Background: an optimization exercise with open tools, aiming at small area and a short achievable clock period. Do not read the settings as production practice. In this exercise RTL edits were held to simulation tests only and were not proved equivalent to the original. Power is estimated from default activity; no workload was simulated.

==> flow/design.v (outline; a module is shown in full before it is edited, if it fits) <==
// module parallel_accumulator: 9473 lines
module parallel_accumulator (
    input  logic                   clk,
    input  logic                   rst,
    input  logic [16-1:0][32-1:0] in_values,
    input  logic [16-1:0][4-1:0]    in_ids,
    input  logic                   in_valid,
    input  logic [4-1:0][16-1:0]   in_dst_ids,
    input  logic [4-1:0][16-1:0] in_src_masks,
    input  logic [4-1:0] in_dst_valid,
    output logic [16-1:0][32-1:0] sums,
    output logic [16-1:0][4-1:0]    out_ids,
    output logic [16-1:0]   seg_end,
    output logic                   out_valid,
    output logic [4-1:0][16-1:0]   out_dst_ids,
    output logic [4-1:0][16-1:0] out_src_masks,
    output logic [4-1:0] out_dst_valid
);
  // ...
==> flow/flow/run.sh <==
#!/bin/bash
# The standard layout (standard.sh), with the port buffers made from the small buf_1 cell
# instead of the cell buffer_ports picks by default. Everything else is the standard flow.
set -euo pipefail
bash standard.sh "BUFFER_PORTS_ARGS=-buffer_cell sky130_fd_sc_hd__buf_1" finish > standard_flow.log 2>&1
==> flow/standard.sh <==
#!/bin/bash
# synth_recipe.tcl (not shown) runs the flow's synth.tcl, then flattens the netlist and writes it again
# the make line also repeats each setting of config.mk as NAME=value (left out here)
make -C /OpenROAD-flow-scripts/flow DESIGN_CONFIG=/design/flow/config.mk WORK_HOME=/design/flow/orfs CLKGATE_MAP_FILE= SYNTH_SCRIPT=/design/flow/synth_recipe.tcl "${@:-finish}"
==> flow/config.mk <==
export PLATFORM = sky130hd
export DESIGN_NAME = parallel_accumulator
export DESIGN_NICKNAME = parallel_accumulator
export VERILOG_FILES = /design/flow/design.v
export SDC_FILE = /design/flow/constraint.sdc
export NUM_CORES = 4
export LEC_CHECK = 0
export CAP_MARGIN = 20
export CORE_MARGIN = 2
export CORE_UTILIZATION = 40
export CTS_CLUSTER_DIAMETER = 80
export CTS_CLUSTER_SIZE = 26
export SLEW_MARGIN = 20
==> flow/constraint.sdc <==
create_clock -name core_clock -period 4.5 [get_ports {clk}]
set_input_delay 0.9000 -clock core_clock [delete_from_list [all_inputs] [get_ports {clk}]]
set_output_delay 0.9000 -clock core_clock [all_outputs]
set_load 0.01 [all_outputs]
==> out/qor.csv, run 1 <==
metric,value,unit
Fin. Hold Viols,0,
post-route setup slack,0.355,ns
Core Rows,191,
Reg2Reg Depth,9,
most frequent cells in the layout,"dfxtp_1, buf_1, fa_1, and2_1, xor2_1",
fin area,122000,um^2
IO Count,1436,
Post-DP HPWL,220000,um
R2R setup slack,0.35,ns
Comb power,5.39,mW
share of power burned in registers,0.623,
status,no timing/DRC/antenna violations,
initial antenna violation count,76,
crit path capture,x3_15_17_q3,
vias in the first global route,53600,
multi-input gate share of total cell area,0.236,
clk cell area share,0.0443,
Tmin final,4.15,ns
Max Used Layer,met5,
met2 Use GR,0.334,
RSZ-0062 raised after global routing,no,
crit path cell chain,"and2_1, fa_1, fa_1, fa_1, fa_1, fa_1, fa_1, fa_1, fa_1",
Layout Nets,9708,
num sequential,3809,
Die Span Y,527,um
Critical path buffers and inverters,0,
Root Driver,clkbuf_16,
"most used cell, CP",fa_1,
CP arrival,4.91,ns
Critical Path Stages,9,
Overall Power,63.7,mW
synth top area cells,"dfxtp_1, fa_1, and2_1",
Clock transition at path regs,0.10,ns
met1 GRT Util,0.228,
synth unique cells,20,
crit path capture type,flip-flop,
Multi-input gate area,28800,um^2
Pwr Density,522,nW/um^2
Vias,48800,
die area,277000,um^2
CLK BUF,193,
==> run 2, diff against run 1 <==
--- a/flow/config.mk
+++ b/flow/config.mk
@@ -10,4 +10,5 @@
 export CORE_UTILIZATION = 40
 export CTS_CLUSTER_DIAMETER = 80
 export CTS_CLUSTER_SIZE = 26
+export SETUP_SLACK_MARGIN = 2.0
 export SLEW_MARGIN = 20
==> out/qor.csv, run 2 <==
metric,value,unit,change
crit path launch,x3_7_15_q3,,was g3_15_q2
fin util,0.475,,was 0.450
global route total overflow,0,,unchanged
Post-synth EDFFs,0,,unchanged
most common cell in the synthesized netlist,dfxtp_1,,unchanged
RSZ-0062 raised after global routing,yes,,was no
IO Port Bufs,1435,,unchanged
crit path cell chain,"buf_12, and2_4, fa_2, fa_2, fa_2, fa_2, fa_2, fa_2, fa_2, fa_2",,"was and2_1, fa_1, fa_1, fa_1, fa_1, fa_1, fa_1, fa_1, fa_1"
hold path start,in_values[106],,was in_values[306]
Die W,527,um,unchanged
"slowest stage delay, CP",0.52,ns,was 0.47 ns
"most used cell, CP",fa_2,,was fa_1
status,no timing/DRC/antenna violations,,unchanged
crit path capture type,flip-flop,,unchanged
# clock sinks,3809,,unchanged
prevailing post-synth register cell,dfxtp_1,,unchanged
Total GRT Usage,0.196,,was 0.190
Inst Count DP,11300,,was 11.4k
final setup fails,0,,unchanged
Leak Pwr,51.8,nW,was 50.9 nW
TritonCTS clock tree,yes,,unchanged
Die Span Y,527,um,unchanged
Syn-to-layout area delta,17.9,%,was 11.6%
cell at the slowest stage of the critical path,fa_2,,was dfxtp_1
first-pass GRT wire length,387000,um,was 377000 um
Post-synth top cells,"dfxtp_1, fa_1, and2_1",,unchanged
Root Driver,clkbuf_16,,unchanged
area share of the largest cell type after synthesis,0.698,,unchanged
ys async rst share,0,,unchanged
Syn Inst Count,6772,,unchanged
CP arrival,4.59,ns,was 4.91 ns
CP max FO,5,,was 9
share of cells above drive strength 1,0.276,,was 0.0465
Detailed Route Iter0 Violations,2288,,was 2339
clk_skew,0.0630,ns,was 0.0570 ns
most frequent cells in the layout,"dfxtp_1, buf_1, fa_2, and2_1, buf_4",,"was dfxtp_1, buf_1, fa_1, and2_1, xor2_1"
syn_area_per_cell,16.1,um^2,unchanged
fillcell total,23500,,was 24.1k
Ys Warns,5,,unchanged
"CP delay by family, top",adder cells,,unchanged
Final ANT Viol Nets,0,,unchanged
H-tree depth,4,,unchanged
Rel. slew slack,0.303,,was 0.301
effective utilization at floorplan,0.403,,unchanged
Fin. Hold Viols,0,,unchanged
Vias,49600,,was 48.8k
Tcrit/Tclk final,0.837,,was 0.921
core area,271000,um^2,unchanged
syn_nets,8475,,unchanged
1st-pass router iterations,4,,was 5
Layout Nets,9872,,was 9708
Total Neg Setup Slack,0,ns,unchanged
Slew Limit Fails,0,,unchanged
Critical path buffers and inverters,1,,was 0
max frequency,266,MHz,was 241 MHz
DR WL/cell,23.3,um,was 22.8 um
CP Class,reg -> reg,,unchanged
synth unique cells,20,,unchanged
biggest regs,"dst_ids_q (320), ids_q (320), masks_q (320)",,unchanged
die area,277000,um^2,unchanged
Post-DP HPWL,224000,um,was 220000 um
IO Count,1436,,unchanged
worst-case clock buffer depth,4,,unchanged
Clock transition at path regs,0.10,ns,about the same
routed wire length,276000,um,was 266000 um
post-synth top area cell,dfxtp_1,,unchanged
synthesized area,109000,um^2,unchanged
vias in the first global route,54700,,was 53.6k
CP startpoint kind,flip-flop,,unchanged
fin cells,11800,,was 11.7k
Pwr Density,508,nW/um^2,was 522 nW/um^2
sequential area share after synthesis,0.698,,unchanged
worst r2r src,x3_7_15_q3,,was g3_15_q2
DRC viols,0,,unchanged
Max Cap Violations,0,,unchanged
initial antenna violation count,81,,was 76
Peak VDD IR,0.387,mV,was 0.386 mV
Seq cells post-synth,3809,,unchanged
"commonest non-fill, non-tap cell in the layout",dfxtp_1,,unchanged
Tmin final,3.76,ns,was 4.15 ns
synth top area cells,"dfxtp_1, fa_1, and2_1",,unchanged
DR vias/cell,4.19,,was 4.18
worst skew pair latency,0.89,ns,was 0.90 ns
routability congestion estimate,0.890,,was 0.905
Worst Tran Pin Value,1.04,ns,about the same
Overall Power,65.5,mW,was 63.7 mW
CP Data Required Time,5.32,ns,was 5.27 ns
CTS buffer count,187,,was 182
worst hold path class,in -> reg,,unchanged
Core Rows,191,,unchanged
largest net degree at the start of global routing,27,,unchanged
## run 2: path summary, 6_finish.rpt
| check | endpoint | slack, ns | depth (start not counted) |
|---|---|---|---|
| worst min-delay path | in_values_3_10_10_q1 | 0.09 | 1 |
| worst min register to register | x3_5_15_q5 | 0.29 | 0 |
| worst max register to register | x4_8_22_q4 | 0.74 | 10 |
| worst max-delay path | x4_8_22_q4 | 0.74 | 10 |
## run 2: cell families after synthesis
group	synth area share
adder cells (fa/ha/maj)	0.179
XOR/XNOR	0.0201
AND/OR/NAND/NOR	0.0612
buffers and inverters	0.0399
flip-flops	0.698
AO/OA/AOI/OAI	0.00171
## run 2: layout make-up
cell class	instances	area [um^2]	area share
Timing Repair Buffer	1739	8860	0.0687
Inverter	112	420	0.00326
Tap cell	3570	4470	0.0347
Clock buffer	206	4940	0.0383
Antenna cell	28	70.1	0.000544
Clock inverter	49	791	0.00613
Sequential cell	3809	76900	0.596
Multi-Input combinational cell	2320	32500	0.252
## run 2: per-stage QoR
| stage | setup slack, ns | cell area, um^2 | hold slack (ns) |
|---|---|---|---|
| 4_1_cts | 0.760 | 128000 | 0.000128 |
| 3_5_place_dp | -0.135 | 117000 | 0.312 |
| 3_3_place_gp | -0.0832 | 117000 | 0.310 |
| 5_1_grt | 0.696 | 129000 | 0.0138 |
| 2_1_floorplan | 0.291 | 111000 | 0.310 |
| 6_report | 0.735 | 129000 | 0.0927 |
## run 2: per-layer routing
metal  part of all wire  wire length [um]  vias to the layer above  global-route usage
li1                   -                 -                    22800                   -
met3              0.063             17500                      427              0.0473
met4              0.037             10300                       32              0.0656
met1               0.38            106000                    24900               0.229
met2               0.51            142000                     1411               0.350
met5            0.00079               217                        -                   0
## run 2: timing repair
| action | CTS | global route |
|---|---|---|
| resized for setup | 1368 | 223 |
| hold buffers | 10 | 0 |
| pin swaps | 199 | 148 |
| cloned | 2 | 0 |
| endpoints found under the hold margin | 10 | 0 |
| buffers inserted | 173 | 26 |
| endpoints found under the setup margin | 730 | 577 |
## run 2: power by group
| group | leakage [nW] | internal, mW | switching (mW) |
|---|---|---|---|
| combinational | 16.9 | 2.83 | 3.82 |
| clock | 2.77 | 8.36 | 10.8 |
| sequential | 32.1 | 37.6 | 2.02 |
==> run 3, diff against run 2 <==
--- a/flow/config.mk
+++ b/flow/config.mk
@@ -7,8 +7,8 @@
 export LEC_CHECK = 0
 export CAP_MARGIN = 20
 export CORE_MARGIN = 2
-export CORE_UTILIZATION = 40
+export CORE_UTILIZATION = 75
 export CTS_CLUSTER_DIAMETER = 80
 export CTS_CLUSTER_SIZE = 26
-export SETUP_SLACK_MARGIN = 2.0
+export SETUP_SLACK_MARGIN = 1.0
 export SLEW_MARGIN = 20
==> out/qor.csv, run 3 <==
metric,value,unit,change
Ys Warns,5,,unchanged
Die Span Y,386,um,was 527 um
post-synth top area cell,dfxtp_1,,unchanged
syn_area_per_cell,16.1,um^2,unchanged
Die W,386,um,was 527 um
status,stopped before the end,,was no timing/DRC/antenna violations
xor and xnor area share after synthesis,0.0201,,unchanged
sequential area share after synthesis,0.698,,unchanged
Post-synth EDFFs,0,,unchanged
Seq cells post-synth,3809,,unchanged
ys async rst share,0,,unchanged
Core Rows,140,,was 191
synth unique cells,20,,unchanged
Synth Area in Simple Gates,0.0612,,unchanged
syn_nets,8475,,unchanged
effective utilization at floorplan,0.753,,was 0.403
synth top area cells,"dfxtp_1, fa_1, and2_1",,unchanged
Stop stage,I/O pin placement (3_2_place_iop),,
synthesized area,109000,um^2,unchanged
area share of the largest cell type after synthesis,0.698,,unchanged
proportion of synthesized area in mux cells,0,,unchanged
Post-synth top cells,"dfxtp_1, fa_1, and2_1",,unchanged
Syn Inst Count,6772,,unchanged
main combinational cell family by area after synthesis,adder cells,,unchanged
prevailing post-synth register cell,dfxtp_1,,unchanged
Compound-Gate Fraction of Synth Area,0.00171,,unchanged
Post-Synth Adder-Cell Area,0.179,,unchanged
most common cell in the synthesized netlist,dfxtp_1,,unchanged
Error,[ERROR PPL-0024] Number of IO pins (1436) exceeds maximum number of available positions (1394). Increase the die perimeter from 1543.04um to 1952.96um.,,
-- run 3: cell families after synthesis --
kind of cell    after synthesis
simple gates               1063
fa+ha+maj                   992
compound gates               17
buf+inv                     643
xor+xnor                    248
flops                      3809
==> run 4, diff against run 3 <==
--- a/flow/config.mk
+++ b/flow/config.mk
@@ -7,7 +7,7 @@
 export LEC_CHECK = 0
 export CAP_MARGIN = 20
 export CORE_MARGIN = 2
-export CORE_UTILIZATION = 75
+export CORE_UTILIZATION = 65
 export CTS_CLUSTER_DIAMETER = 80
 export CTS_CLUSTER_SIZE = 26
 export SETUP_SLACK_MARGIN = 1.0
==> out/qor.csv, run 4 <==
metric,value,unit,change
Seq cells post-synth,3809,,unchanged
CP max FO,5,,
Peak VDD IR,0.470,mV,
IO Port Bufs,1435,,
max frequency,272,MHz,
IO Count,1436,,
status,no timing/DRC/antenna violations,,was stopped before the end
DR vias/cell,4.82,,
Slew Limit Fails,0,,
vias in the first global route,52600,,
1st-pass router iterations,5,,
crit path capture,x4_12_22_q4,,
Total GRT Usage,0.321,,
CP arrival,4.47,ns,
effective utilization at floorplan,0.654,,was 0.753
Die Span Y,414,um,was 386 um
TritonCTS clock tree,yes,,
"commonest non-fill, non-tap cell in the layout",dfxtp_1,,
RR Endpoint,x4_12_22_q4,,
crit path capture type,flip-flop,,
DR WL/cell,26.6,um,
Die W,414,um,was 386 um
Syn Inst Count,6772,,unchanged
worst-case clock buffer depth,3,,
synthesized area,109000,um^2,unchanged
CP Data Required Time,5.30,ns,
Syn-to-layout area delta,11.6,%,
most frequent cells in the layout,"dfxtp_1, buf_1, and2_1, fa_2, fa_1",,
fillcell total,10900,,
share of cells above drive strength 1,0.145,,
most common cell in the synthesized netlist,dfxtp_1,,unchanged
first-pass GRT wire length,379000,um,
CP startpoint kind,flip-flop,,
ys async rst share,0,,unchanged
Worst Tran Pin Value,0.913,ns,
worst skew pair latency,0.86,ns,
Tmin final,3.67,ns,
routability congestion estimate,1.03,,
met1 wire length,95600,um,
CP Class,reg -> reg,,
Post-synth EDFFs,0,,unchanged
Post-DP HPWL,228000,um,
final setup fails,0,,
Vias,49500,,
Ys Warns,5,,unchanged
metal3 WL,14500,um,
syn_nets,8475,,unchanged
area share of the largest cell type after synthesis,0.698,,unchanged
DRC viols,0,,
hold_buf cts,0,,
Detailed Route Iter0 Violations,2749,,
Overall Power,62.9,mW,
prevailing post-synth register cell,dfxtp_1,,unchanged
core area,167000,um^2,
syn_area_per_cell,16.1,um^2,unchanged
Tcrit/Tclk final,0.816,,
Max Used Layer,met5,,
Leak Pwr,50.2,nW,
initial antenna violation count,86,,
H-tree depth,4,,
# clock sinks,3809,,
global route total overflow,0,,
R2R setup slack,0.83,ns,
Core Rows,150,,was 140
Rel. slew slack,0.391,,
Max Cap Violations,0,,
routed wire length,273000,um,
worst r2r src,x3_7_15_q3,,
synth top area cells,"dfxtp_1, fa_1, and2_1",,unchanged
fin util,0.730,,
sequential area share after synthesis,0.698,,unchanged
post-synth top area cell,dfxtp_1,,unchanged
Root Driver,clkbuf_16,,
Clock transition at path regs,0.09,ns,
Fin. Hold Viols,0,,
Reg2Reg Depth,10,,
crit path launch,x3_7_15_q3,,
Layout Nets,9716,,
worst hold path class,in -> reg,,
largest net degree at the start of global routing,27,,
met2 WL post-DR,138000,um,
clk_skew,0.0315,ns,
Post-synth top cells,"dfxtp_1, fa_1, and2_1",,unchanged
RSZ-0062 raised after global routing,yes,,
CTS buffer count,168,,
Final ANT Viol Nets,0,,
Pwr Density,516,nW/um^2,
die area,171000,um^2,
biggest regs,"dst_ids_q (320), ids_q (320), masks_q (320)",,
synth unique cells,20,,unchanged
run 4: cell counts after synthesis:
No cell type changed its count.
run 4: kinds of logic (layout without fill, tap and decap cells):
kind of cell,Yosys count,after routing,synth area share
flip-flops,3809,3809,0.698
AND/OR/NAND/NOR,1063,1063,0.0612
adder cells (fa/ha/maj),992,992,0.179
buffers and inverters,643,1916,0.0399
XOR/XNOR,248,248,0.0201
AO/OA/AOI/OAI,17,17,0.00171
other,0,22,0
run 4: worst min-delay path by stage:
stage	startpoint	endpoint	cells past startpoint
6_report	in_dst_ids[1]	dst_ids_q[0][1]	1
5_1_grt	in_dst_ids[1]	dst_ids_q[0][1]	1
4_1_cts	in_values[124]	in_values_3_28_28_q1	1
3_5_place_dp	dst_ids_q[0][6]	dst_ids_q[1][6]	0
3_3_place_gp	dst_ids_q[1][17]	dst_ids_q[2][17]	0
2_1_floorplan	dst_ids_q[0][0]	dst_ids_q[1][0]	0
run 4: cell type report:
type                       count  area, um^2  share of cell area
sequential                  3809       76600               0.628
multi-input combinational   2320       30600               0.251
timing repair buffer        1602        6800              0.0558
clock buffer                 172        4250              0.0348
tap                         2204        2760              0.0226
clock inverter                30         429             0.00352
inverter                     112         420             0.00345
antenna                       22        55.1            0.000451
run 4: metrics by stage:
step | setup slack, ns | TNS (ns) | instance area (um^2) | std cells | hold WS [ns]
finish | 0.828 | 0 | 122000 | 10300 | 0.124
global route | 0.730 | 0 | 122000 | 10300 | 0.0807
CTS | 0.804 | 0 | 121000 | 10200 | 0.0602
detailed placement | -0.121 | -0.141 | 115000 | 9960 | 0.312
global placement | -0.0390 | -0.0390 | 115000 | 9960 | 0.309
floorplan | 0.291 | 0 | 111000 | 6772 | 0.310
run 4: metal layers:
metal | vias to the layer above | global-route usage
li1 | 22500 | -
met4 | 18 | 0.242
met5 | - | 0
met2 | 1612 | 0.553
met1 | 24800 | 0.352
met3 | 593 | 0.0617
run 4: power by group:
group	switching (mW)	internal (mW)	total [mW]
combinational	3.70	2.26	5.97
clock	10.0	7.09	17.1
sequential	2.23	37.6	39.8
run 4: repair_timing:
action / CTS / global route
endpoints found under the setup margin: 205 / 170
pin swaps: 46 / 55
resized for setup: 344 / 201
gates cloned: 0 / 0
setup buffers: 55 / 32
run 4: critical path, stage by stage (launching register included):
cell and delay [ns]:
dfxtp_4 0.39, buf_12 0.13, and2_4 0.13, fa_2 0.33, fa_2 0.35, fa_2 0.35
fa_2 0.35, fa_2 0.36, fa_2 0.36, fa_2 0.35, fa_2 0.53
==> run 5, diff against run 4 <==
--- a/flow/config.mk
+++ b/flow/config.mk
@@ -7,7 +7,7 @@
 export LEC_CHECK = 0
 export CAP_MARGIN = 20
 export CORE_MARGIN = 2
-export CORE_UTILIZATION = 65
+export CORE_UTILIZATION = 40
 export CTS_CLUSTER_DIAMETER = 80
 export CTS_CLUSTER_SIZE = 26
 export SETUP_SLACK_MARGIN = 1.0
==> out/qor.csv, run 5 <==
metric,value,unit,change
vias in the first global route,53600,,was 52.6k
synth unique cells,20,,unchanged
fin cells,11700,,was 10.3k
Ys Warns,5,,unchanged
Die Span Y,527,um,was 414 um
share of power burned in registers,0.615,,was 0.633
RSZ-0062 raised after global routing,yes,,unchanged
Vias,49100,,was 49.5k
Overall Power,64.4,mW,was 62.9 mW
# clock sinks,3809,,unchanged
worst-case clock buffer depth,4,,was 3
Max Cap Violations,0,,unchanged
TritonCTS clock tree,yes,,unchanged
area share of the largest cell type after synthesis,0.698,,unchanged
sequential area share after synthesis,0.698,,unchanged
fillcell total,23900,,was 10.9k
Post-synth EDFFs,0,,unchanged
Worst Tran Pin Value,0.905,ns,was 0.913 ns
Clock transition at path regs,0.10,ns,was 0.09 ns
Slew Limit Fails,0,,unchanged
post-route setup slack,0.782,ns,was 0.828 ns
Syn Inst Count,6772,,unchanged
Pwr Density,514,nW/um^2,was 516 nW/um^2
CP max FO,6,,was 5
synthesized area,109000,um^2,unchanged
Tcrit/Tclk final,0.826,,was 0.816
Post-DP HPWL,221000,um,was 228000 um
die area,277000,um^2,was 171000 um^2
IO Port Bufs,1435,,unchanged
prevailing post-synth register cell,dfxtp_1,,unchanged
fin area,125000,um^2,was 122000 um^2
core area,271000,um^2,was 167000 um^2
"commonest non-fill, non-tap cell in the layout",dfxtp_1,,unchanged
Tmin final,3.72,ns,was 3.67 ns
worst hold path class,in -> reg,,unchanged
global route total overflow,0,,unchanged
largest net degree at the start of global routing,27,,unchanged
initial antenna violation count,78,,was 86
Total GRT Usage,0.193,,was 0.321
crit path capture type,flip-flop,,unchanged
max frequency,269,MHz,was 272 MHz
CP startpoint kind,flip-flop,,unchanged
biggest regs,"dst_ids_q (320), ids_q (320), masks_q (320)",,unchanged
most common cell in the synthesized netlist,dfxtp_1,,unchanged
DRC viols,0,,unchanged
R2R setup slack,0.78,ns,was 0.83 ns
most frequent cells in the layout,"dfxtp_1, buf_1, and2_1, fa_2, fa_1",,unchanged
Layout Nets,9771,,was 9716
switching share of power,0.255,,was 0.253
H-tree depth,4,,unchanged
pre-CTS WS,-0.154,ns,was -0.121 ns
post-synth top area cell,dfxtp_1,,unchanged
syn_nets,8475,,unchanged
Fin. Hold Viols,0,,unchanged
Comb pwr share,0.096,,was 0.095
DR vias/cell,4.19,,was 4.82
clock share of power,0.290,,was 0.272
first-pass GRT wire length,382000,um,was 379000 um
internal power,48.0,mW,was 47.0 mW
switching pwr,16.4,mW,was 15.9 mW
synth top area cells,"dfxtp_1, fa_1, and2_1",,unchanged
placed cell area,117000,um^2,was 115000 um^2
routability congestion estimate,0.912,,was 1.03
share of cells above drive strength 1,0.172,,was 0.145
CTS buffer count,184,,was 168
hold_buf cts,0,,unchanged
status,no timing/DRC/antenna violations,,unchanged
IO Count,1436,,unchanged
Leak Pwr,50.7,nW,was 50.2 nW
1st-pass router iterations,5,,unchanged
CP arrival,4.54,ns,was 4.47 ns
CP Data Required Time,5.32,ns,was 5.30 ns
routed wire length,271000,um,was 273000 um
clk_skew,0.0448,ns,was 0.0315 ns
syn_area_per_cell,16.1,um^2,unchanged
Seq cells post-synth,3809,,unchanged
Inst Count DP,11300,,was 9960
CP Class,reg -> reg,,unchanged
Post-synth top cells,"dfxtp_1, fa_1, and2_1",,unchanged
worst skew pair latency,0.89,ns,was 0.86 ns
Rel. slew slack,0.391,,about the same
Root Driver,clkbuf_16,,unchanged
ys async rst share,0,,unchanged
Die W,527,um,was 414 um
Core Rows,191,,was 150
Peak VDD IR,0.378,mV,was 0.470 mV
Detailed Route Iter0 Violations,2203,,was 2749
Final ANT Viol Nets,0,,unchanged
DR WL/cell,23.1,um,was 26.6 um
Syn-to-layout area delta,14.6,%,was 11.6%
effective utilization at floorplan,0.403,,was 0.654
final setup fails,0,,unchanged
run 5: cell count changes in the layout (fill, tap and decap cells not counted), sizes merged:
cell	previous run	this run
diode	22	24
buf	1578	1609
clkbuf	196	228
inv	125	142
clkinv	12	15
bufinv	3	1
clkinvlp	2	3
run 5: critical path: stages, from the launching register on:
cell	delay, ns
dfxtp_4	0.39
buf_6	0.14
and2_4	0.13
fa_2	0.35
fa_2	0.35
fa_2	0.37
fa_2	0.36
fa_2	0.36
fa_2	0.36
fa_2	0.35
fa_2	0.51
run 5: metal layers:
metal / track usage / wire length (um)
met3: 0.0431 / 16100
met5: 0 / 123
met2: 0.347 / 139000
met4: 0.0517 / 7990
met1: 0.232 / 108000
run 5: logic make-up after synthesis:
logic type,count (synthesis),synth area share
fa+ha+maj,992,0.179
xor+xnor,248,0.0201
simple gates,1063,0.0612
flops,3809,0.698
compound gates,17,0.00171
buf+inv,643,0.0399
run 5: power groups by stage:
stage               Sequential (mW)  Clock (mW)  Combinational (mW)
finish                         39.6        18.7                6.16
global route                   39.9        20.5                6.78
CTS                            39.6        19.3                6.33
detailed placement             40.5           0                5.70
global placement               40.4           0                5.63
floorplan                      39.3           0                3.94
run 5: area by class of cell:
type	instances	area [um^2]	share of cell area
antenna	24	60.1	0.000479
clock buffer	196	4740	0.0378
clock inverter	49	674	0.00538
inverter	112	420	0.00336
multi-input combinational	2320	31000	0.248
sequential	3809	76600	0.611
tap	3570	4470	0.0356
timing repair buffer	1641	7290	0.0582
run 5: final timing paths:
kind / cells after the start / startpoint / end
setup reg to reg: 10 / x3_7_15_q3 / x4_13_22_q4
hold / removal: 1 / in_values[410] / in_values_12_26_26_q1
setup / recovery: 10 / x3_7_15_q3 / x4_13_22_q4
hold reg to reg: 0 / dst_ids_q[2][61] / dst_ids_q[3][61]
run 5: stage by stage:
step / utilization / hold WS (ns) / TNS, ns
floorplan: - / 0.310 / 0
global route: 0.462 / 0.0191 / 0
detailed placement: 0.432 / 0.312 / -0.946
finish: 0.462 / 0.0979 / 0
CTS: 0.460 / 0.00391 / 0
global placement: 0.432 / 0.309 / -0.328
run 5: repair_timing:
item,in CTS,in global routing
pin swaps,91,95
gates resized for setup,523,188
endpoints found under the setup margin,240,185
cloned,1,0
setup buffers,90,19
==> run 6, diff against run 5 <==
--- a/flow/config.mk
+++ b/flow/config.mk
@@ -7,8 +7,8 @@
 export LEC_CHECK = 0
 export CAP_MARGIN = 20
 export CORE_MARGIN = 2
-export CORE_UTILIZATION = 40
+export CORE_UTILIZATION = 60
 export CTS_CLUSTER_DIAMETER = 80
 export CTS_CLUSTER_SIZE = 26
-export SETUP_SLACK_MARGIN = 1.0
+export SETUP_SLACK_MARGIN = 1.3
 export SLEW_MARGIN = 20
==> out/qor.csv, run 6 <==
metric,value,unit,change
status,no timing/DRC/antenna violations,,unchanged
Total GRT Usage,0.287,,was 0.193
cell at the slowest stage of the critical path,fa_2,,unchanged
vias in the first global route,52600,,was 53.6k
"most used cell, CP",fa_2,,unchanged
Tcrit/Tclk final,0.808,,was 0.826
Ys Warns,5,,unchanged
most common cell in the synthesized netlist,dfxtp_1,,unchanged
Core Rows,156,,was 191
CP Data Required Time,5.30,ns,was 5.32 ns
"slowest stage delay, CP",0.52,ns,was 0.51 ns
DR WL/cell,25.2,um,was 23.1 um
synth top area cells,"dfxtp_1, fa_1, and2_1",,unchanged
DRC viols,0,,unchanged
# clock sinks,3809,,unchanged
syn_area_per_cell,16.1,um^2,unchanged
Pwr Density,507,nW/um^2,was 514 nW/um^2
"CP delay by family, top",adder cells,,unchanged
synthesized area,109000,um^2,unchanged
share of cells above drive strength 1,0.219,,was 0.172
placed cell area,116000,um^2,was 117000 um^2
CP max FO,9,,was 6
Critical path buffers and inverters,0,,was 1
Slew Limit Fails,0,,unchanged
core area,181000,um^2,was 271000 um^2
hold path start,in_values[125],,was in_values[410]
hold path cells,1,,unchanged
post-synth top area cell,dfxtp_1,,unchanged
Die W,431,um,was 527 um
final setup fails,0,,unchanged
area share of the largest cell type after synthesis,0.698,,unchanged
Tmin final,3.64,ns,was 3.72 ns
prevailing post-synth register cell,dfxtp_1,,unchanged
Final ANT Viol Nets,0,,unchanged
syn_nets,8475,,unchanged
CTS buffer count,169,,was 184
TritonCTS clock tree,yes,,unchanged
largest net degree at the start of global routing,27,,unchanged
Post-synth top cells,"dfxtp_1, fa_1, and2_1",,unchanged
Clock transition at path regs,0.09,ns,was 0.10 ns
Syn-to-layout area delta,14.2,%,was 14.6%
worst-case clock buffer depth,3,,was 4
Worst Tran Pin Value,0.777,ns,was 0.905 ns
worst skew pair latency,0.86,ns,was 0.89 ns
"commonest non-fill, non-tap cell in the layout",dfxtp_1,,unchanged
routed wire length,265000,um,was 271000 um
hold slack final,0.122,ns,was 0.0979 ns
Reg2Reg Depth,9,,was 10
Max Cap Violations,0,,unchanged
IO Count,1436,,unchanged
routability congestion estimate,0.920,,was 0.912
R2R setup slack,0.86,ns,was 0.78 ns
fin area,125000,um^2,about the same
RSZ-0062 raised after global routing,yes,,unchanged
Post-DP HPWL,217000,um,was 221000 um
Detailed Route Iter0 Violations,2305,,was 2203
worst hold path class,in -> reg,,unchanged
fillcell total,12600,,was 23.9k
IO Port Bufs,1435,,unchanged
DR vias/cell,4.68,,was 4.19
1st-pass router iterations,4,,was 5
Die Span Y,431,um,was 527 um
clk_skew,0.0237,ns,was 0.0448 ns
most frequent cells in the layout,"dfxtp_1, buf_1, fa_2, and2_1, buf_4",,"was dfxtp_1, buf_1, and2_1, fa_2, fa_1"
sequential area share after synthesis,0.698,,unchanged
Peak VDD IR,0.449,mV,was 0.378 mV
global route total overflow,0,,unchanged
worst r2r src,x3_7_15_q3,,unchanged
Leak Pwr,50.6,nW,was 50.7 nW
Post-synth EDFFs,0,,unchanged
fin util,0.690,,was 0.462
Fin. Hold Viols,0,,unchanged
Rel. slew slack,0.477,,was 0.391
synth unique cells,20,,unchanged
max frequency,275,MHz,was 269 MHz
pre-CTS WS,-0.0703,ns,was -0.154 ns
die area,186000,um^2,was 277000 um^2
Syn Inst Count,6772,,unchanged
initial antenna violation count,98,,was 78
post-route setup slack,0.863,ns,was 0.782 ns
WHS Endpoint,in_values_3_29_29_q1,,was in_values_12_26_26_q1
ys async rst share,0,,unchanged
crit path cell chain,"and2_4, fa_2, fa_2, fa_2, fa_2, fa_2, fa_2, fa_2, fa_2",,"was buf_6, and2_4, fa_2, fa_2, fa_2, fa_2, fa_2, fa_2, fa_2, fa_2"
biggest regs,"dst_ids_q (320), ids_q (320), masks_q (320)",,unchanged
Seq cells post-synth,3809,,unchanged
H-tree depth,4,,unchanged
CP startpoint kind,flip-flop,,unchanged
effective utilization at floorplan,0.604,,was 0.403
CP Class,reg -> reg,,unchanged
Root Driver,clkbuf_16,,unchanged
hold_buf cts,0,,unchanged
Vias,49200,,was 49.1k
crit path capture type,flip-flop,,unchanged
first-pass GRT wire length,369000,um,was 382000 um
RR Endpoint,x4_12_22_q4,,was x4_13_22_q4
Layout Nets,9793,,was 9771
CP arrival,4.43,ns,was 4.54 ns
[run 6: cell types whose count changed in the layout (fill, tap and decap cells not counted), moves of 26 or more]
| cell | delta |
|---|---|
| buf_6 | +46 |
| clkbuf_2 | -26 |
| fa_2 | +214 |
| dfxtp_1 | -27 |
| and2_4 | +76 |
| and2_1 | -76 |
| fa_1 | -214 |
[run 6: cell type report]
class,count,area (um^2),area share
Sequential cell,3809,76700,0.614
Clock buffer,173,4300,0.0344
Inverter,112,420,0.00337
Antenna cell,22,55.1,0.000441
Clock inverter,32,398,0.00319
Timing Repair Buffer,1678,7930,0.0635
Tap cell,2370,2970,0.0238
Multi-Input combinational cell,2320,32100,0.257
[run 6: worst register-to-register path: stages, from the launching register on]
cell	delay [ns]
dfxtp_4	0.41
and2_4	0.19
fa_2	0.33
fa_2	0.36
fa_2	0.38
fa_2	0.36
fa_2	0.34
fa_2	0.36
fa_2	0.35
fa_2	0.52
[run 6: repair_timing]
action | in CTS | in global routing
endpoints found under the setup margin | 341 | 292
pin swaps | 153 | 119
buffers inserted | 139 | 27
gates resized for setup | 937 | 190
[run 6: kinds of logic (layout without fill, tap and decap cells)]
family | count (synthesis) | after routing | share of synthesized area
flip-flops | 3809 | 3809 | 0.698
AO/OA/AOI/OAI | 17 | 17 | 0.00171
XOR/XNOR | 248 | 248 | 0.0201
AND/OR/NAND/NOR | 1063 | 1063 | 0.0612
other | 0 | 22 | 0
buffers and inverters | 643 | 1995 | 0.0399
adder cells (fa/ha/maj) | 992 | 992 | 0.179
[run 6: through the flow]
step	total power, mW	instances	TNS, ns
3_3_place_gp	46.0	10100	-0.0267
5_1_grt	65.5	10500	0
3_5_place_dp	46.1	10100	-0.184
2_1_floorplan	43.3	6772	0
6_report	63.2	10500	0
4_1_cts	63.6	10500	0
[run 6: worst max path at each step]
stage	start	endpoint	slack, ns	cells after the start
2_1_floorplan	in_ids[54]	x2_14_4_q1	0.29	13
3_3_place_gp	in_ids[36]	x1_9_7_q1	-0.02	12
3_5_place_dp	in_ids[19]	x2_7_4_q1	-0.07	12
4_1_cts	x3_7_15_q3	x4_12_22_q4	0.82	9
5_1_grt	x3_7_15_q3	x4_12_22_q4	0.79	9
6_report	x3_7_15_q3	x4_12_22_q4	0.86	9
[run 6: report_power, final]
part / switching (mW) / leakage [nW] / internal (mW)
sequential: 2.16 / 32.1 / 37.6
combinational: 3.71 / 16.2 / 2.56
clock: 10.1 / 2.30 / 7.07
[run 6: per-layer routing]
| metal | GRT usage | vias up | wire length [um] |
|---|---|---|---|
| met5 | 0 | - | 103 |
| met4 | 0.158 | 18 | 17500 |
| met3 | 0.0539 | 555 | 12500 |
| met2 | 0.519 | 1336 | 140000 |
| met1 | 0.317 | 24700 | 95300 |
| li1 | - | 22600 | - |
==> run 7, diff against run 6 <==
--- a/flow/config.mk
+++ b/flow/config.mk
@@ -10,5 +10,5 @@
 export CORE_UTILIZATION = 60
 export CTS_CLUSTER_DIAMETER = 80
 export CTS_CLUSTER_SIZE = 26
-export SETUP_SLACK_MARGIN = 1.3
+export SETUP_SLACK_MARGIN = 0.8
 export SLEW_MARGIN = 20
==> out/qor.csv, run 7 <==
metric,value,unit,change
most frequent cells in the layout,"dfxtp_1, buf_1, and2_1, fa_1, fa_2",,"was dfxtp_1, buf_1, fa_2, and2_1, buf_4"
Total GRT Usage,0.285,,was 0.287
Max Cap Violations,0,,unchanged
first-pass GRT wire length,365000,um,was 369000 um
syn_area_per_cell,16.1,um^2,unchanged
fin util,0.669,,was 0.690
Post-synth top cells,"dfxtp_1, fa_1, and2_1",,unchanged
Seq cells post-synth,3809,,unchanged
hold path start,in_dst_ids[29],,was in_values[125]
"commonest non-fill, non-tap cell in the layout",dfxtp_1,,unchanged
largest net degree at the start of global routing,27,,unchanged
CP arrival,4.38,ns,was 4.43 ns
Root Driver,clkbuf_16,,unchanged
die area,186000,um^2,unchanged
Inst Count DP,10100,,about the same
RR Endpoint,x4_13_7_q2,,was x4_12_22_q4
crit path capture type,flip-flop,,unchanged
core area,181000,um^2,unchanged
DR WL/cell,25.4,um,was 25.2 um
hold_buf cts,0,,unchanged
vias in the first global route,51700,,was 52.6k
Final ANT Viol Nets,0,,unchanged
Tmin final,3.66,ns,was 3.64 ns
worst-case clock buffer depth,3,,unchanged
global route total overflow,0,,unchanged
Clock transition at path regs,0.10,ns,was 0.09 ns
syn_nets,8475,,unchanged
IO Port Bufs,1435,,unchanged
Layout Nets,9659,,was 9793
Die W,431,um,unchanged
post-synth top area cell,dfxtp_1,,unchanged
Post-synth EDFFs,0,,unchanged
Ys Warns,5,,unchanged
worst skew pair latency,0.86,ns,about the same
Detailed Route Iter0 Violations,2478,,was 2305
worst r2r src,x3_7_0_q1,,was x3_7_15_q3
worst hold path class,in -> reg,,unchanged
Tcrit/Tclk final,0.813,,was 0.808
prevailing post-synth register cell,dfxtp_1,,unchanged
RSZ-0062 raised after global routing,yes,,unchanged
synth top area cells,"dfxtp_1, fa_1, and2_1",,unchanged
fin cells,10400,,was 10.5k
Slew Limit Fails,0,,unchanged
synth unique cells,20,,unchanged
Pwr Density,518,nW/um^2,was 507 nW/um^2
share of cells above drive strength 1,0.101,,was 0.219
Post-DP HPWL,221000,um,was 217000 um
hold path cells,1,,unchanged
final setup fails,0,,unchanged
IO Count,1436,,unchanged
Core Rows,156,,unchanged
effective utilization at floorplan,0.604,,unchanged
CTS buffer count,170,,was 169
sequential area share after synthesis,0.698,,unchanged
hold slack final,0.116,ns,was 0.122 ns
clk_skew,0.0297,ns,was 0.0237 ns
Die Span Y,431,um,unchanged
area share of the largest cell type after synthesis,0.698,,unchanged
status,no timing/DRC/antenna violations,,unchanged
Syn-to-layout area delta,10.7,%,was 14.2%
synthesized area,109000,um^2,unchanged
R2R setup slack,0.84,ns,was 0.86 ns
WHS Endpoint,dst_ids_q[0][29],,was in_values_3_29_29_q1
DR vias/cell,4.70,,was 4.68
CP startpoint kind,flip-flop,,unchanged
Fin. Hold Viols,0,,unchanged
initial antenna violation count,95,,was 98
Worst Tran Pin Value,0.981,ns,was 0.777 ns
routability congestion estimate,1.00,,was 0.920
# clock sinks,3809,,unchanged
Rel. slew slack,0.345,,was 0.477
Syn Inst Count,6772,,unchanged
max frequency,273,MHz,was 275 MHz
Peak VDD IR,0.414,mV,was 0.449 mV
CP max FO,9,,unchanged
CP Class,reg -> reg,,unchanged
TritonCTS clock tree,yes,,unchanged
Reg2Reg Depth,9,,unchanged
biggest regs,"dst_ids_q (320), ids_q (320), masks_q (320)",,unchanged
H-tree depth,4,,unchanged
DRC viols,0,,unchanged
CP Data Required Time,5.22,ns,was 5.30 ns
Vias,48800,,was 49.2k
routed wire length,263000,um,was 265000 um
Leak Pwr,50.1,nW,was 50.6 nW
most common cell in the synthesized netlist,dfxtp_1,,unchanged
ys async rst share,0,,unchanged
1st-pass router iterations,5,,was 4
## run 7: cell count changes in the layout (fill, tap and decap cells not counted), sizes merged
cell and delta:
buf -129, bufinv +3, clkbuf -5, clkinv -4, clkinvlp -3, inv +4
## run 7: through the flow
step	TNS (ns)	instance area [um^2]	setup WS (ns)	total power [mW]
6_report	0	121000	0.840	62.7
5_1_grt	0	121000	0.757	65.0
4_1_cts	0	121000	0.757	63.1
3_5_place_dp	-0.135	115000	-0.0512	46.1
3_3_place_gp	-0.0250	115000	-0.0250	45.9
2_1_floorplan	0	110000	0.291	43.2
## run 7: final cells by class
| type | instances | area [um^2] |
|---|---|---|
| Sequential cell | 3809 | 76500 |
| Fill cell | 13200 | 59900 |
| Multi-Input combinational cell | 2320 | 30100 |
| Timing Repair Buffer | 1543 | 6270 |
| Clock buffer | 174 | 4290 |
| Tap cell | 2370 | 2970 |
| Clock inverter | 32 | 493 |
| Inverter | 112 | 420 |
| Antenna cell | 22 | 55.1 |
## run 7: worst max-delay path by stage
stage | startpoint | end | slack, ns | cells after the start
after floorplan | in_ids[54] | x2_14_4_q1 | 0.29 | 13
after global placement | in_ids[37] | x3_13_2_q1 | -0.03 | 13
after detailed placement | in_ids[37] | x3_13_2_q1 | -0.05 | 13
after CTS | g2_15_q1 | x2_15_12_q2 | 0.76 | 9
after global routing | x3_7_15_q3 | x4_13_22_q4 | 0.76 | 10
final | x3_7_0_q1 | x4_13_7_q2 | 0.84 | 9
## run 7: where the power goes
group	switching, mW	total (mW)	internal (mW)
logic	3.45	5.55	2.10
registers	2.17	39.8	37.6
clock network	10.1	17.4	7.25
## run 7: worst max-delay path, stage by stage (launching register included)
cell and delay [ns]:
dfxtp_4 0.40, and2_1 0.15, ha_1 0.19, fa_1 0.39, fa_2 0.40, fa_1 0.40
fa_2 0.35, fa_2 0.35, fa_2 0.40, fa_1 0.49
## run 7: timing repair
item | in CTS | in global routing
pin swaps | 7 | 16
buffers inserted | 7 | 16
setup endpoints to repair | 110 | 85
gates cloned | 0 | 0
resized for setup | 263 | 88
## run 7: cell families after synthesis
family	after synthesis	synth area share
XOR/XNOR	248	0.0201
adder cells (fa/ha/maj)	992	0.179
buffers and inverters	643	0.0399
AO/OA/AOI/OAI	17	0.00171
AND/OR/NAND/NOR	1063	0.0612
flip-flops	3809	0.698
## run 7: routing by layer
| metal | global-route usage | share of wire |
|---|---|---|
| met1 | 0.319 | 0.36 |
| met2 | 0.513 | 0.53 |
| met3 | 0.0508 | 0.049 |
| met4 | 0.157 | 0.065 |
| met5 | 0 | 0.00057 |
==> run 8, diff against run 7 <==
--- a/flow/config.mk
+++ b/flow/config.mk
@@ -10,5 +10,5 @@
 export CORE_UTILIZATION = 60
 export CTS_CLUSTER_DIAMETER = 80
 export CTS_CLUSTER_SIZE = 26
-export SETUP_SLACK_MARGIN = 0.8
+export SETUP_SLACK_MARGIN = 1.0
 export SLEW_MARGIN = 20
==> out/qor.csv, run 8 <==
metric,value,unit,change
placed cell area,116000,um^2,was 115000 um^2
sequential area share after synthesis,0.698,,unchanged
CP arrival,4.43,ns,was 4.38 ns
Tmin final,3.64,ns,was 3.66 ns
post-route setup slack,0.856,ns,was 0.840 ns
pre-CTS WS,-0.104,ns,was -0.0512 ns
CTS buffer count,170,,unchanged
cell at the slowest stage of the critical path,fa_2,,was fa_1
global route total overflow,0,,unchanged
Post-synth EDFFs,0,,unchanged
DRC viols,0,,unchanged
Root Driver,clkbuf_16,,unchanged
Comb pwr share,0.092,,was 0.089
Worst Tran Pin Value,0.883,ns,was 0.981 ns
Max Cap Violations,0,,unchanged
routed wire length,265000,um,was 263000 um
H-tree depth,4,,unchanged
Post-synth top cells,"dfxtp_1, fa_1, and2_1",,unchanged
ys async rst share,0,,unchanged
Leak Pwr,50.2,nW,was 50.1 nW
fillcell total,13000,,was 13.2k
"CP delay by family, top",adder cells,,unchanged
RSZ-0062 raised after global routing,yes,,unchanged
internal power,47.1,mW,was 47.0 mW
CP Class,reg -> reg,,unchanged
Total Neg Setup Slack,0,ns,unchanged
Inst Count DP,10100,,about the same
Post-DP HPWL,222000,um,was 221000 um
initial antenna violation count,99,,was 95
Rel. slew slack,0.411,,was 0.345
Reg area,76600,um^2,was 76500 um^2
max frequency,274,MHz,was 273 MHz
effective utilization at floorplan,0.604,,unchanged
fin util,0.676,,was 0.669
share of cells above drive strength 1,0.146,,was 0.101
Total GRT Usage,0.286,,was 0.285
biggest regs,"dst_ids_q (320), ids_q (320), masks_q (320)",,unchanged
share of power burned in registers,0.632,,was 0.635
IO Count,1436,,unchanged
TritonCTS clock tree,yes,,unchanged
die area,186000,um^2,unchanged
prevailing post-synth register cell,dfxtp_1,,unchanged
Tcrit/Tclk final,0.810,,was 0.813
# clock sinks,3809,,unchanged
Peak VDD IR,0.413,mV,was 0.414 mV
worst-case clock buffer depth,3,,unchanged
IO Port Bufs,1435,,unchanged
synth unique cells,20,,unchanged
core area,181000,um^2,unchanged
clk_skew,0.0278,ns,was 0.0297 ns
Multi-input gate area,30700,um^2,was 30100 um^2
worst skew pair latency,0.85,ns,was 0.86 ns
most common cell in the synthesized netlist,dfxtp_1,,unchanged
fin area,122000,um^2,was 121000 um^2
"commonest non-fill, non-tap cell in the layout",dfxtp_1,,unchanged
"slowest stage delay, CP",0.51,ns,was 0.49 ns
CP startpoint kind,flip-flop,,unchanged
Critical path buffers and inverters,1,,was 0
Detailed Route Iter0 Violations,2464,,was 2478
Seq cells post-synth,3809,,unchanged
Die W,431,um,unchanged
Slew Limit Fails,0,,unchanged
worst hold path class,in -> reg,,unchanged
most frequent cells in the layout,"dfxtp_1, buf_1, and2_1, fa_2, fa_1",,"was dfxtp_1, buf_1, and2_1, fa_1, fa_2"
switching pwr,15.8,mW,was 15.7 mW
switching share of power,0.251,,about the same
Core Rows,156,,unchanged
CP Data Required Time,5.29,ns,was 5.22 ns
"most used cell, CP",fa_2,,unchanged
syn_nets,8475,,unchanged
vias in the first global route,52000,,was 51.7k
synthesized area,109000,um^2,unchanged
Final ANT Viol Nets,0,,unchanged
Fin. Hold Viols,0,,unchanged
largest net degree at the start of global routing,27,,unchanged
DR WL/cell,25.4,um,about the same
Pwr Density,514,nW/um^2,was 518 nW/um^2
DR vias/cell,4.69,,was 4.70
Die Span Y,431,um,unchanged
CP max FO,6,,was 9
clock share of power,0.275,,was 0.277
fin cells,10400,,about the same
crit path capture type,flip-flop,,unchanged
Ys Warns,5,,unchanged
syn_area_per_cell,16.1,um^2,unchanged
R2R setup slack,0.86,ns,was 0.84 ns
final setup fails,0,,unchanged
1st-pass router iterations,5,,unchanged
synth top area cells,"dfxtp_1, fa_1, and2_1",,unchanged
Vias,49000,,was 48.8k
Layout Nets,9701,,was 9659
Syn Inst Count,6772,,unchanged
routability congestion estimate,0.947,,was 1.00
status,no timing/DRC/antenna violations,,unchanged
post-synth top area cell,dfxtp_1,,unchanged
first-pass GRT wire length,368000,um,was 365000 um
Syn-to-layout area delta,11.9,%,was 10.7%
area share of the largest cell type after synthesis,0.698,,unchanged
crit path cell chain,"buf_6, and2_1, fa_2, fa_2, fa_2, fa_2, fa_2, fa_2, fa_2, fa_2",,"was and2_1, ha_1, fa_1, fa_2, fa_1, fa_2, fa_2, fa_2, fa_1"
Clock transition at path regs,0.09,ns,was 0.10 ns
run 8: worst reg2reg max path, delay by kind of cell (launching register included):
kind | cells | cell delay [ns]
adders and majority gates | 8 | 2.90
and+or+nand+nor | 1 | 0.15
buffers and inverters | 1 | 0.15
DFF | 1 | 0.39
run 8: layout make-up:
cell class | count | share of cell area
Multi-Input combinational cell | 2320 | 0.251
Clock buffer | 175 | 0.0354
Sequential cell | 3809 | 0.627
Timing Repair Buffer | 1585 | 0.0550
Clock inverter | 34 | 0.00397
Tap cell | 2370 | 0.0243
Inverter | 112 | 0.00344
Antenna cell | 26 | 0.000532
run 8: per-layer routing:
metal | vias up | global-route usage | wire length (um)
met5 | - | 0 | 93
met4 | 14 | 0.156 | 16600
met3 | 496 | 0.0545 | 13300
met2 | 1370 | 0.515 | 140000
met1 | 24600 | 0.320 | 95200
li1 | 22400 | - | -
run 8: power groups by stage:
stage / sequential (mW) / clock [mW] / combinational (mW)
final: 39.8 / 17.3 / 5.82
after global routing: 40.1 / 18.8 / 6.30
after CTS: 39.8 / 17.6 / 5.86
after detailed placement: 40.6 / 0 / 5.56
after global placement: 40.6 / 0 / 5.45
after floorplan: 39.3 / 0 / 3.94
run 8: logic make-up (layout without fill, tap and decap cells):
logic type / count (synthesis) / in the layout / share of synthesized area
simple gates: 1063 / 1063 / 0.0612
flops: 3809 / 3809 / 0.698
xor+xnor: 248 / 248 / 0.0201
fa+ha+maj: 992 / 992 / 0.179
other cells: 0 / 26 / 0
buf+inv: 643 / 1906 / 0.0399
compound gates: 17 / 17 / 0.00171
run 8: per-stage QoR:
stage	hold slack, ns	power, mW
floorplan	0.310	43.3
global placement	0.309	46.0
detailed placement	0.312	46.2
CTS	0.0401	63.3
global route	0.0695	65.1
finish	0.129	62.9
run 8: timing repair:
action,CTS,global route
gates resized for setup,351,217
gates cloned,0,0
setup buffers,54,24
endpoints found under the setup margin,201,166
pin swaps,35,57
hold buffers,0,0
run 8: worst paths after layout:
| kind | startpoint | end | cells after the start |
|---|---|---|---|
| min reg2reg | dst_ids_q[3][1] | dst_ids_q[4][1] | 0 |
| max | x3_7_15_q3 | x4_9_22_q4 | 10 |
| min | in_values[189] | in_values_5_29_29_q1 | 1 |
| max reg2reg | x3_7_15_q3 | x4_9_22_q4 | 10 |

==> separate check: timing with driven ports <==
In the flow no input, the clock included, has a driving cell. The finished layouts below were timed again as built, in two steps. Step 1 sets driving cells, clkbuf_16 on the clock port and buf_2 on the other inputs (assumed; they add their load-dependent delay and slew). Step 2 moves the port delays by t, midway between the first and last clock arrival at a register: inputs arrive t later, outputs are due t later. That takes back most of the time a late clock gives input paths. a / b / c = ideal / step 1 / step 2; a / b = the first two.
| run | t, ns | setup slack, ns | hold WS [ns] |
|---|---|---|---|
| run 1 | 0.973 | 0.355 / 0.355 / -0.401 | 0.083 / 0.006 / 0.306 |
| run 2 | 0.957 | 0.735 / 0.735 / -0.016 | 0.093 / 0.021 / 0.293 |
| run 4 | 0.941 | 0.828 / 0.828 / -0.043 | 0.124 / 0.050 / 0.314 |
| run 5 | 0.969 | 0.782 / 0.782 / -0.022 | 0.098 / 0.018 / 0.317 |
| run 6 | 0.944 | 0.863 / 0.863 / -0.006 | 0.122 / 0.050 / 0.316 |
| run 7 | 0.948 | 0.840 / 0.840 / -0.028 | 0.116 / 0.048 / 0.317 |
| run 8 | 0.938 | 0.856 / 0.856 / 0.044 | 0.129 / 0.057 / 0.320 |
With both steps, setup timing fails in 6 of these runs, where it was met with ideal ports. The setup slack of run 4, which loses most, moves by 0.000 ns with the drivers and by -0.871 ns with both steps.
